Context: an optimization exercise on an open-source flow, tuned for small area, a short achievable clock period and few clock cycles per item. The choices shown serve that exercise and are no tape-out recipe. RTL that was checked went through simulation tests only; none was proved equivalent to the original. The RTL of run 1 was laid out without a check of its function.

## flow/design.v (module list and top-level ports; edited modules follow where they fit)
// module les_fa: 10 lines
// module les_ha: 9 lines
// module les_mul_cs: 1691 lines
// module les_mul_sum: 17 lines
// module les_ramp_div: 23 lines
// module lorenz_euler_stepper: 286 lines
module lorenz_euler_stepper (
    input  wire logic                   i_clk,
    input  wire logic                   i_rst_n,
    input  wire logic                   i_cfg_we,
    input  wire logic [les_pkg::INDEX_WIDTH-1:0] i_cfg_index,
    input  wire logic [les_pkg::CFG_WIDTH-1:0]   i_cfg_data,
    input  wire logic                   i_in_valid,
    output logic                        o_in_ready,
    input  wire logic                   i_restart,
    output logic                        o_out_valid,
    input  wire logic                   i_out_ready,
    output logic [31:0]                 o_x_pos,
    output logic [31:0]                 o_y_pos,
    output logic [31:0]                 o_z_pos,
    output logic [31:0]                 o_w_out,
    output logic [7:0]                  o_red,
    output logic [7:0]                  o_green,
    output logic [7:0]                  o_blue,
    output logic [19:0]                 o_step_index,
    output logic                        o_last_step
);
  // ...
==> flow/run.sh <==
#!/bin/bash
# synth_recipe.tcl (not shown) runs the flow's synth.tcl, then flattens the netlist and writes it again
# the make line also repeats each setting of config.mk as NAME=value (left out here)
make -C /OpenROAD-flow-scripts/flow DESIGN_CONFIG=/design/flow/config.mk WORK_HOME=/design/flow/orfs CLKGATE_MAP_FILE= SYNTH_SCRIPT=/design/flow/synth_recipe.tcl finish
==> flow/config.mk <==
export PLATFORM = sky130hd
export DESIGN_NAME = lorenz_euler_stepper
export DESIGN_NICKNAME = lorenz_euler_stepper
export VERILOG_FILES = /design/flow/design.v
export SDC_FILE = /design/flow/constraint.sdc
export NUM_CORES = 4
export LEC_CHECK = 0
export ABC_AREA = 1
export CAP_MARGIN = 20
export CORE_MARGIN = 2
export CORE_UTILIZATION = 40
export SLEW_MARGIN = 20
==> flow/constraint.sdc <==
create_clock -name core_clock -period 6.5 [get_ports {i_clk}]
set_input_delay 1.3000 -clock core_clock [delete_from_list [all_inputs] [get_ports {i_clk}]]
set_output_delay 1.3000 -clock core_clock [all_outputs]
set_load 0.01 [all_outputs]
==> impl_metrics.env, run 1 <==
export IMPL_status="finished clean"
export IMPL_drtPass1Iterations=9
export IMPL_cp_end_kind="flop"
export IMPL_clk_pin_slew_worst_paths_ns=0.07
export IMPL_n_all_inverters=959
export IMPL_final_period_utilization=0.976
export IMPL_overflow=0
export IMPL_seq_cells=579
export IMPL_drc_errors=0
export IMPL_pre_cts_ws_ns=0.0702
export IMPL_synth_seq_cells=579
export IMPL_antenna_left=0
export IMPL_fmax_ghz=0.158
export IMPL_clk_share=0.0376
export IMPL_nClkBuffers=94
export IMPL_post_cts_setup_buffers=0
export IMPL_synthSimpleGateAreaFrac=0.145
export IMPL_yosysSeqAreaShare=0.247
export IMPL_core_um2=140000
export IMPL_maxSlewViolCount=0
export IMPL_worst_ep_arrival_time_ns=6.75
export IMPL_whs_ns=0.456
export IMPL_worstSetupPathType="reg2reg"
export IMPL_multi_input_area_um2=37700
export IMPL_r2r_slack_ns=0.15
export IMPL_cts_sinks=579
export IMPL_cpMaxStageDelayCell="fa_1"
export IMPL_dp_hpwl_um=185000
export IMPL_holdPathEnd="r_beta[15]"
export IMPL_areaGrowthSynthToFinish_pct=16.5
export IMPL_sh_seq_area=0.212
export IMPL_m1WireLength_um=97300
export IMPL_cts_buffers_inserted=67
export IMPL_multi_input_area_share=0.574
export IMPL_critPathMaxFanout=10
export IMPL_dominant_cells="multi-input gates"
export IMPL_async_reset_ff_frac=0
export IMPL_crit_buf_inv=4
export IMPL_fin_area_um2=65700
export IMPL_grt_use_total=0.331
export IMPL_viasPerCell=5.83
export IMPL_htreeDepth=3
==> module lorenz_euler_stepper, before the edit <==
module lorenz_euler_stepper (
    input  wire logic                   i_clk,
    input  wire logic                   i_rst_n,
    input  wire logic                   i_cfg_we,
    input  wire logic [les_pkg::INDEX_WIDTH-1:0] i_cfg_index,
    input  wire logic [les_pkg::CFG_WIDTH-1:0]   i_cfg_data,
    input  wire logic                   i_in_valid,
    output logic                        o_in_ready,
    input  wire logic                   i_restart,
    output logic                        o_out_valid,
    input  wire logic                   i_out_ready,
    output logic [31:0]                 o_x_pos,
    output logic [31:0]                 o_y_pos,
    output logic [31:0]                 o_z_pos,
    output logic [31:0]                 o_w_out,
    output logic [7:0]                  o_red,
    output logic [7:0]                  o_green,
    output logic [7:0]                  o_blue,
    output logic [19:0]                 o_step_index,
    output logic                        o_last_step
);
    logic [31:0] r_sigma, r_rho, r_beta, r_w;
    logic [23:0] r_dt;
    logic [19:0] r_limit;
    logic [31:0] r_x, r_y, r_z, r_t1, r_opa, r_opb;
    logic [39:0] r_cs0, r_cs1;
    logic        r_csc;
    logic [6:0]  r_ph;       
    logic        r_run, r_tail, r_pend, r_pend_rst, r_out_valid;
    logic [19:0] r_count;
    logic [19:0] r_per;
    logic [2:0]  r_pcnt;
    logic [2:0]  r_prem;
    logic        r_per_busy, r_pos_busy;
    logic [19:0] r_pos;
    logic [2:0]  r_seg;
    logic [2:0]  r_cseg;
    logic [17:0] r_crem;
    logic [7:0]  r_clow;
    logic [23:0] r_held;
    logic [31:0] mul_a, mul_b, mul_p;
    logic [39:0] cs0, cs1;
    logic        csc;
    assign mul_a = r_opa;
    assign mul_b = r_opb;
    les_mul_cs u_mul_cs (
        .i_a  (mul_a),
        .i_b  (mul_b),
        .o_s0 (cs0),
        .o_s1 (cs1),
        .o_c  (csc)
    );
    les_mul_sum u_mul_sum (
        .i_s0 (r_cs0),
        .i_s1 (r_cs1),
        .i_c  (r_csc),
        .o_r  (mul_p)
    );
    logic [31:0] add_a, add_b, add_r;
    logic        add_sub;
    logic [32:0] add_s;
    logic add_unused;
    always_comb begin
        add_a   = r_ph[1] ? r_y : (r_ph[3] ? r_rho : mul_p);
        add_b   = ({32{r_tail | r_ph[5]}} & r_y) |
                  ({32{r_ph[1] | r_ph[6]}} & r_x) |
                  ({32{r_ph[2]}} & r_t1) |
                  ({32{r_ph[3] | r_ph[4]}} & r_z);
        add_sub = r_ph[1] | r_ph[2] | r_ph[3] | r_ph[5];
        {add_s, add_unused} = {add_a[31], add_a, 1'b1} +
                              {{add_b[31], add_b} ^ {33{add_sub}}, add_sub};
        if (add_s[32] != add_s[31]) begin
            add_r = add_s[32] ? les_pkg::COORD_MIN : les_pkg::COORD_MAX;
        end else begin
            add_r = add_s[31:0];
        end
    end
    logic        stall, adv, last_ph, slot_free, cfg_ok, out_free, deq, give;
    logic [19:0] eff;
    logic [2:0]  cur_seg, nxt_seg;
    logic [19:0] cur_pos, nxt_pos;
    logic        per_zero;
    assign per_zero  = (r_per == 20'd0);
    assign stall     = r_ph[4] && r_out_valid;
    assign adv       = r_run && !stall;
    assign last_ph   = r_ph[6];
    assign slot_free = !r_run || last_ph;
    assign cfg_ok    = !r_per_busy && !r_pos_busy;
    assign out_free  = !r_out_valid || i_out_ready;
    assign deq       = r_pend && cfg_ok &&
                       (r_pend_rst ? (!r_run && !r_tail && out_free) : slot_free);
    assign eff       = r_pend_rst ? 20'd0 : r_count;
    assign give      = eff < r_limit;
    always_comb begin
        cur_seg = r_pend_rst ? 3'd0 : r_seg;
        cur_pos = r_pend_rst ? 20'd0 : r_pos;
        if (cur_seg == 3'd6) begin
            nxt_seg = cur_seg;
            nxt_pos = cur_pos;
        end else if (cur_pos + 20'd1 == r_per) begin
            nxt_seg = cur_seg + 3'd1;
            nxt_pos = 20'd0;
        end else begin
            nxt_seg = cur_seg;
            nxt_pos = cur_pos + 20'd1;
        end
    end
    logic [25:0] ramp_n;
    logic [17:0] div_rem;
    logic [7:0]  div_low;
    assign ramp_n = {cur_pos[17:0], 8'd0} - {8'd0, cur_pos[17:0]};
    les_ramp_div u_div (
        .i_rem (r_crem),
        .i_low (r_clow),
        .i_div (r_per[17:0]),
        .o_rem (div_rem),
        .o_low (div_low)
    );
    logic [19:0] per_n;
    logic [2:0]  prem_n;
    logic [3:0]  per_t;
    always_comb begin
        per_n  = r_per;
        prem_n = r_prem;
        for (int i = 0; i < 4; i++) begin
            per_t = {prem_n, per_n[19]};
            if (per_t >= 4'd6) begin
                prem_n = per_t[2:0] - 3'd6;
                per_n  = {per_n[18:0], 1'b1};
            end else begin
                prem_n = per_t[2:0];
                per_n  = {per_n[18:0], 1'b0};
            end
        end
    end
    logic [20:0] pos_d;
    assign pos_d = {1'b0, r_pos} - {1'b0, r_per};
    always_ff @(posedge i_clk) begin
        if (!i_rst_n) begin
            r_sigma     <= les_pkg::SIGMA_RST;
            r_rho       <= les_pkg::RHO_RST;
            r_beta      <= les_pkg::BETA_RST;
            r_dt        <= les_pkg::DT_RST;
            r_limit     <= les_pkg::LIMIT_RST;
            r_w         <= les_pkg::W_RST;
            r_x         <= les_pkg::COORD_ONE;
            r_y         <= les_pkg::COORD_ONE;
            r_z         <= les_pkg::COORD_ONE;
            r_ph        <= 7'd0;
            r_run       <= 1'b0;
            r_tail      <= 1'b0;
            r_pend      <= 1'b0;
            r_pend_rst  <= 1'b0;
            r_out_valid <= 1'b0;
            r_count     <= 20'd0;
            r_per       <= les_pkg::PER_RST;
            r_per_busy  <= 1'b0;
            r_pos_busy  <= 1'b0;
            r_pos       <= 20'd0;
            r_seg       <= 3'd0;
        end else begin
            if (i_cfg_we) begin
                case (i_cfg_index)
                    les_pkg::CFG_SIGMA: r_sigma <= i_cfg_data;
                    les_pkg::CFG_RHO:   r_rho   <= i_cfg_data;
                    les_pkg::CFG_BETA:  r_beta  <= i_cfg_data;
                    les_pkg::CFG_DT:    r_dt    <= i_cfg_data[23:0];
                    les_pkg::CFG_LIMIT: begin
                        r_limit    <= i_cfg_data[19:0];
                        r_per      <= i_cfg_data[19:0];
                        r_pcnt     <= 3'd0;
                        r_prem     <= 3'd0;
                        r_per_busy <= 1'b1;
                        r_pos_busy <= 1'b1;
                        r_pos      <= r_count;
                        r_seg      <= 3'd0;
                    end
                    les_pkg::CFG_W:     r_w     <= i_cfg_data;
                    default: ;
                endcase
            end else if (r_per_busy) begin
                r_per  <= per_n;
                r_prem <= prem_n;
                r_pcnt <= r_pcnt + 3'd1;
                if (r_pcnt == 3'd4) r_per_busy <= 1'b0;
            end else if (r_pos_busy) begin
                if (r_seg != 3'd6 && !pos_d[20]) begin
                    r_pos <= pos_d[19:0];
                    r_seg <= r_seg + 3'd1;
                end else begin
                    r_pos_busy <= 1'b0;
                end
            end
            if (i_in_valid && !r_pend) begin
                r_pend     <= 1'b1;
                r_pend_rst <= i_restart;
            end else if (deq) begin
                r_pend <= 1'b0;
            end
            if (r_tail) begin
                r_out_valid <= 1'b1;
            end else if (i_out_ready) begin
                r_out_valid <= 1'b0;
            end
            r_tail <= last_ph;
            if (adv) begin
                r_ph <= {r_ph[5:0], 1'b0};
                if (last_ph) r_run <= 1'b0;
            end
            if (deq) begin
                if (r_pend_rst) begin
                    r_x <= les_pkg::COORD_ONE;
                    r_y <= les_pkg::COORD_ONE;
                    r_z <= les_pkg::COORD_ONE;
                    r_count <= 20'd0;
                    r_seg   <= 3'd0;
                    r_pos   <= 20'd0;
                end
                if (give) begin
                    r_run   <= 1'b1;
                    r_ph    <= 7'd1;
                    r_count <= eff + 20'd1;
                    r_seg   <= nxt_seg;
                    r_pos   <= nxt_pos;
                end
            end
            if (adv && r_ph[4]) r_z <= add_r;
            if (r_ph[6])         r_x <= add_r;
            if (r_tail)              r_y <= add_r;
        end
    end
    always_ff @(posedge i_clk) begin
        if (adv) begin
            r_cs0 <= cs0;
            r_cs1 <= cs1;
            r_csc <= csc;
            if (r_ph[1] | r_ph[3]) r_t1 <= mul_p;
        end
        if (!stall) begin
            if (r_ph[0] | r_ph[3])                r_opa <= r_x;
            else if (r_ph[1])                     r_opa <= r_sigma;
            else if (r_ph[2] | r_ph[4] | r_ph[5]) r_opa <= {8'd0, r_dt};
            else                                  r_opa <= r_beta;
            if (r_ph[0])                          r_opb <= r_tail ? add_r : r_y;
            else if (r_ph[4])                     r_opb <= r_t1;
            else if (|r_ph[3:1] | r_ph[5])        r_opb <= add_r;
            else if (deq && r_pend_rst)           r_opb <= les_pkg::COORD_ONE;
            else                                  r_opb <= r_z;
        end
        if (deq && give) begin
            r_cseg <= cur_seg;
            r_crem <= ramp_n[25:8];
            r_clow <= ramp_n[7:0];
        end else if (|r_ph[3:0]) begin
            r_crem <= div_rem;
            r_clow <= div_low;
        end
        if (last_ph) begin
            if (per_zero) begin
                r_held <= 24'd0;
            end else if (r_cseg != 3'd6) begin
                case (r_cseg)
                    3'd0:    r_held <= {8'hFF, r_clow, 8'h00};
                    3'd1:    r_held <= {~r_clow, 8'hFF, 8'h00};
                    3'd2:    r_held <= {8'h00, 8'hFF, r_clow};
                    3'd3:    r_held <= {8'h00, ~r_clow, 8'hFF};
                    3'd4:    r_held <= {r_clow, 8'h00, 8'hFF};
                    default: r_held <= {8'hFF, 8'h00, ~r_clow};
                endcase
            end
        end
    end
    logic [19:0] idx1;
    assign idx1 = r_count - {19'd0, r_run};
    assign o_in_ready   = !r_pend;
    assign o_out_valid  = r_out_valid;
    assign o_x_pos      = r_x;
    assign o_y_pos      = r_y;
    assign o_z_pos      = r_z;
    assign o_w_out      = r_w;
    assign o_red        = r_held[23:16];
    assign o_green      = r_held[15:8];
    assign o_blue       = r_held[7:0];
    assign o_step_index = idx1 - 20'd1;
    assign o_last_step  = (idx1 == r_limit);
endmodule
==> run 2, diff against run 1 <==
--- a/flow/design.v
+++ b/flow/design.v
@@ -1808,7 +1808,7 @@
     logic [31:0] r_sigma, r_rho, r_beta, r_w;
     logic [23:0] r_dt;
     logic [19:0] r_limit;
-    logic [31:0] r_x, r_y, r_z, r_t1, r_opa, r_opb;
+    logic [31:0] r_x, r_y, r_z, r_t1, r_t2;
     logic [39:0] r_cs0, r_cs1;
     logic        r_csc;
     logic [6:0]  r_ph;       
@@ -1827,8 +1827,14 @@
     logic [31:0] mul_a, mul_b, mul_p;
     logic [39:0] cs0, cs1;
     logic        csc;
-    assign mul_a = r_opa;
-    assign mul_b = r_opb;
+    assign mul_a = ({32{r_ph[0]}} & r_beta) |
+                   ({32{r_ph[1] | r_ph[4]}} & r_x) |
+                   ({32{r_ph[2]}} & r_sigma) |
+                   ({32{r_ph[3] | r_ph[5] | r_ph[6]}} & {8'd0, r_dt});
+    assign mul_b = ({32{r_ph[0]}} & r_z) |
+                   ({32{r_ph[1]}} & r_y) |
+                   ({32{r_ph[2] | r_ph[5]}} & r_t2) |
+                   ({32{r_ph[3] | r_ph[4] | r_ph[6]}} & r_t1);
     les_mul_cs u_mul_cs (
         .i_a  (mul_a),
         .i_b  (mul_b),
@@ -1867,7 +1873,7 @@
     logic [19:0] cur_pos, nxt_pos;
     logic        per_zero;
     assign per_zero  = (r_per == 20'd0);
-    assign stall     = r_ph[4] && r_out_valid;
+    assign stall     = r_ph[4] && r_out_valid && !i_out_ready;
     assign adv       = r_run && !stall;
     assign last_ph   = r_ph[6];
     assign slot_free = !r_run || last_ph;
@@ -2020,18 +2026,10 @@
             r_cs0 <= cs0;
             r_cs1 <= cs1;
             r_csc <= csc;
-            if (r_ph[1] | r_ph[3]) r_t1 <= mul_p;
-        end
-        if (!stall) begin
-            if (r_ph[0] | r_ph[3])                r_opa <= r_x;
-            else if (r_ph[1])                     r_opa <= r_sigma;
-            else if (r_ph[2] | r_ph[4] | r_ph[5]) r_opa <= {8'd0, r_dt};
-            else                                  r_opa <= r_beta;
-            if (r_ph[0])                          r_opb <= r_tail ? add_r : r_y;
-            else if (r_ph[4])                     r_opb <= r_t1;
-            else if (|r_ph[3:1] | r_ph[5])        r_opb <= add_r;
-            else if (deq && r_pend_rst)           r_opb <= les_pkg::COORD_ONE;
-            else                                  r_opb <= r_z;
+            if (r_ph[1]) begin r_t1 <= mul_p; r_t2 <= add_r; end
+            if (r_ph[2]) r_t1 <= add_r;
+            if (r_ph[3]) begin r_t2 <= mul_p; r_t1 <= add_r; end
+            if (r_ph[5]) r_t1 <= add_r;
         end
         if (deq && give) begin
             r_cseg <= cur_seg;
==> impl_metrics.env, run 2 <==
export IMPL_cts_tree="yes"
export IMPL_cp_required_ns=6.86
export IMPL_synthSimpleGateAreaFrac=0.151
export IMPL_die_height_um=377
export IMPL_fp_row_count=136
export IMPL_vias=55500
export IMPL_worstHoldStart="r_sigma[14]"
export IMPL_core_um2=138000
export IMPL_min_delay_path_class="reg2reg"
export IMPL_viasPerCell=5.83
export IMPL_ioPinCount=216
export IMPL_grt_pass1_vias=53200
export IMPL_grt_max_degree=123
export IMPL_cp_end_kind="flop"
export IMPL_nets=8406
export IMPL_synth_common_cells="1097 x nand2_1, 973 x inv_1, 647 x xor2_1"
export IMPL_cp_start_kind="flop"
export IMPL_maxCapViolations=0
export IMPL_synth_top_cell_area_share=0.154
export IMPL_grt_pass1_wl_um=346000
export IMPL_initial_utilization=0.403
export IMPL_drtPass1Iterations=7
export IMPL_hold_viol=0
export IMPL_synth_seq_cells=547
export IMPL_whs_ns=0.455
export IMPL_yosysTopAreaCell="fa_1"
export IMPL_htreeDepth=3
export IMPL_synth_compound_area_frac=0.190
export IMPL_startpoint="r_ph[3]"
export IMPL_ys_types=64
export IMPL_clock_latency_ns=0.72
export IMPL_largest_registers="r_cs0 x39, r_cs1 x39"
export IMPL_yosys_cell_count_top_type="nand2_1"
export IMPL_place_inst=9349
export IMPL_reg2regPathDepth=25
export IMPL_maxSlewViolCount=0
export IMPL_syn_area_um2=55500
export IMPL_final_cell_mix="1002 x nand2_1, 944 x inv_1, 645 x xor2_1, 578 x nor2_1, 555 x o22ai_1"
export IMPL_wl_um=237000
export IMPL_grt_use_total=0.324
export IMPL_synth_fp_nets=7976
export IMPL_cts_buffers_inserted=70
export IMPL_r2r_end="r_csc"
export IMPL_synth_top_family_by_area="adder cells"
export IMPL_cts_root_buf="clkbuf_16"
export IMPL_dr_first_iter_drc_count=5952
export IMPL_final_period_utilization=0.979
export IMPL_critPathMaxFanout=15
export IMPL_finalClockSkew_ns=0.0450
export IMPL_drc_errors=0
export IMPL_final_cells=9525
export IMPL_synth_avg_cell_area_um2=7.68
export IMPL_design_die_area_um2=142000
export IMPL_fp_dieW_um=377
export IMPL_antenna_found_initial=20
export IMPL_synth_fa_ha_area_frac=0.216
export IMPL_synth_xor_area_frac=0.110
export IMPL_tightestPinTransition_ns=1.07
export IMPL_slew_limit_headroom=0.287
export IMPL_worst_ep_arrival_time_ns=6.72
export IMPL_cts_sinks=547
export IMPL_drive_above_1_share=0.150
export IMPL_dp_hpwl_um=178000
export IMPL_synth_cells=7234
export IMPL_synth_area_leaders="fa_1 15%, dfxtp_1 12%, edfxtp_1 11%"
export IMPL_wl_per_cell_um=24.9
export IMPL_synth_edf_count=202
export IMPL_synthFlopType="dfxtp_1"
export IMPL_worstSetupPathType="reg2reg"
export IMPL_areaGrowthSynthToFinish_pct=22.4
export IMPL_hold_buffers=0
export IMPL_fmax_ghz=0.157
export IMPL_period_minus_slack_ns=6.36
export IMPL_yosysSeqAreaShare=0.234
export IMPL_routabilityCongestion=1.02
export IMPL_status="finished clean"
export IMPL_overflow=0
export IMPL_async_reset_ff_frac=0
export IMPL_clock_path_buffers=3
export IMPL_grt_setup_unrepaired="yes"
export IMPL_setup_viol=0
export IMPL_final_common_cell="nand2_1"
export IMPL_timing_rr_start="r_ph[3]"
export IMPL_antenna_left=0
export IMPL_r2r_slack_ns=0.14
export IMPL_clk_pin_slew_worst_paths_ns=0.06
export IMPL_endpoint="r_csc"
export IMPL_port_buffers=215
export IMPL_ys_warn_count=4
export IMPL_synthMuxAreaShare=0
[run 2: cell types whose count changed in the layout (fill, tap and decap cells not counted), sizes merged, moves of 14 or more]
cell    change
nor3       +28
buf       +150
o22ai      +23
nand2      +62
a31oi      -28
inv        +41
a21oi      -87
a221oi     +45
nor2       -14
o21ai      -18
edfxtp     -32
o211ai     +16
nand3      -31
o221ai     +17
[run 2: cell type report]
cell class | count | area, µm²
Clock buffer | 91 | 1970
Fill cell | 13300 | 69700
Antenna cell | 10 | 25.0
Sequential cell | 547 | 13000
Inverter | 996 | 3760
Multi-Input combinational cell | 5229 | 39400
Clock inverter | 38 | 460
Timing Repair Buffer | 820 | 7150
Tap cell | 1794 | 2240
[run 2: logic make-up after synthesis]
family / count (synthesis)
compound gates: 1767
simple gates: 2063
buf+inv: 1458
xor+xnor: 698
fa+ha+maj: 701
flops: 547
[run 2: worst min-delay path by stage]
stage	end	slack, ns	cells after the start
after global routing	r_beta[16]	0.47	2
after global placement	r_dt[0]	0.44	2
after floorplan	r_rho[26]	0.42	2
after CTS	r_sigma[14]	0.46	2
final	r_sigma[14]	0.46	2
after detailed placement	r_rho[26]	0.44	2
[run 2: metal layers]
layer  share of wire  global-route usage
met1            0.40               0.418
met2            0.45               0.507
met3           0.096              0.0709
met4           0.061               0.173
met5         0.00047                   0
[run 2: stage by stage]
step | setup TNS [ns] | instance area, µm² | worst slack [ns] | util
3_3_place_gp | -1.16 | 63400 | -0.665 | 0.461
4_1_cts | -0.0353 | 66000 | -0.0353 | 0.480
2_1_floorplan | 0 | 55500 | 0.291 | -
5_1_grt | -6.56 | 67900 | -0.155 | 0.494
3_5_place_dp | -1.40 | 63400 | -0.678 | 0.461
6_report | 0 | 68000 | 0.137 | 0.494
[run 2: timing repair]
item,CTS,global route
gates cloned,0,5
pin swaps,7,98
buffers inserted,5,29
resized for setup,29,396
setup endpoints to repair,29,200
[run 2: critical path, stage by stage (launching register included)]
cell       delay (ns)
dfxtp_1          0.34
nor2_2           0.13
inv_1            0.10
nor2_4           0.13
inv_4            0.09
buf_12           0.17
a221oi_4         0.43
buf_6            0.30
nand2_1          0.13
o21ai_4          0.13
buf_6            0.18
o22ai_1          0.08
xor2_1           0.17
fa_1             0.59
fa_1             0.45
fa_2             0.56
fa_1             0.45
fa_1             0.60
inv_1            0.09
ha_1             0.31
nand2_1          0.06
inv_1            0.05
nand2_2          0.11
nor4_4           0.05
nand2_2          0.07
o2111ai_4        0.23
Testbench counts of run 2, summed over its fixed seeds: cycles 13,512, items 1,920.

-- port drivers added, routing unchanged --
The results above use ideal ports. As a check the final layouts listed here were re-extracted and re-timed, cells and wires unchanged.
Step 1: set_driving_cell puts a clkbuf_16 on i_clk and a buf_2 on each other input, an assumption about the parent block.
Step 2, shift: input delay + t, output delay - t, t = (earliest + latest rising clock arrival at the registers) / 2. This alone moves slack from input paths to output paths.
Slacks: ideal ports / drivers / drivers and shift; pairs: ideal ports / drivers.
run	shift t [ns]	setup WS [ns]	worst setup path after step 2	clock arrival spread, ns
run 1	0.736	0.154 / 0.154 / 0.154	register to register	0.035 / 0.035
run 2	0.770	0.137 / 0.137 / 0.137	register to register	0.056 / 0.055
After both steps every run listed still meets setup and hold.
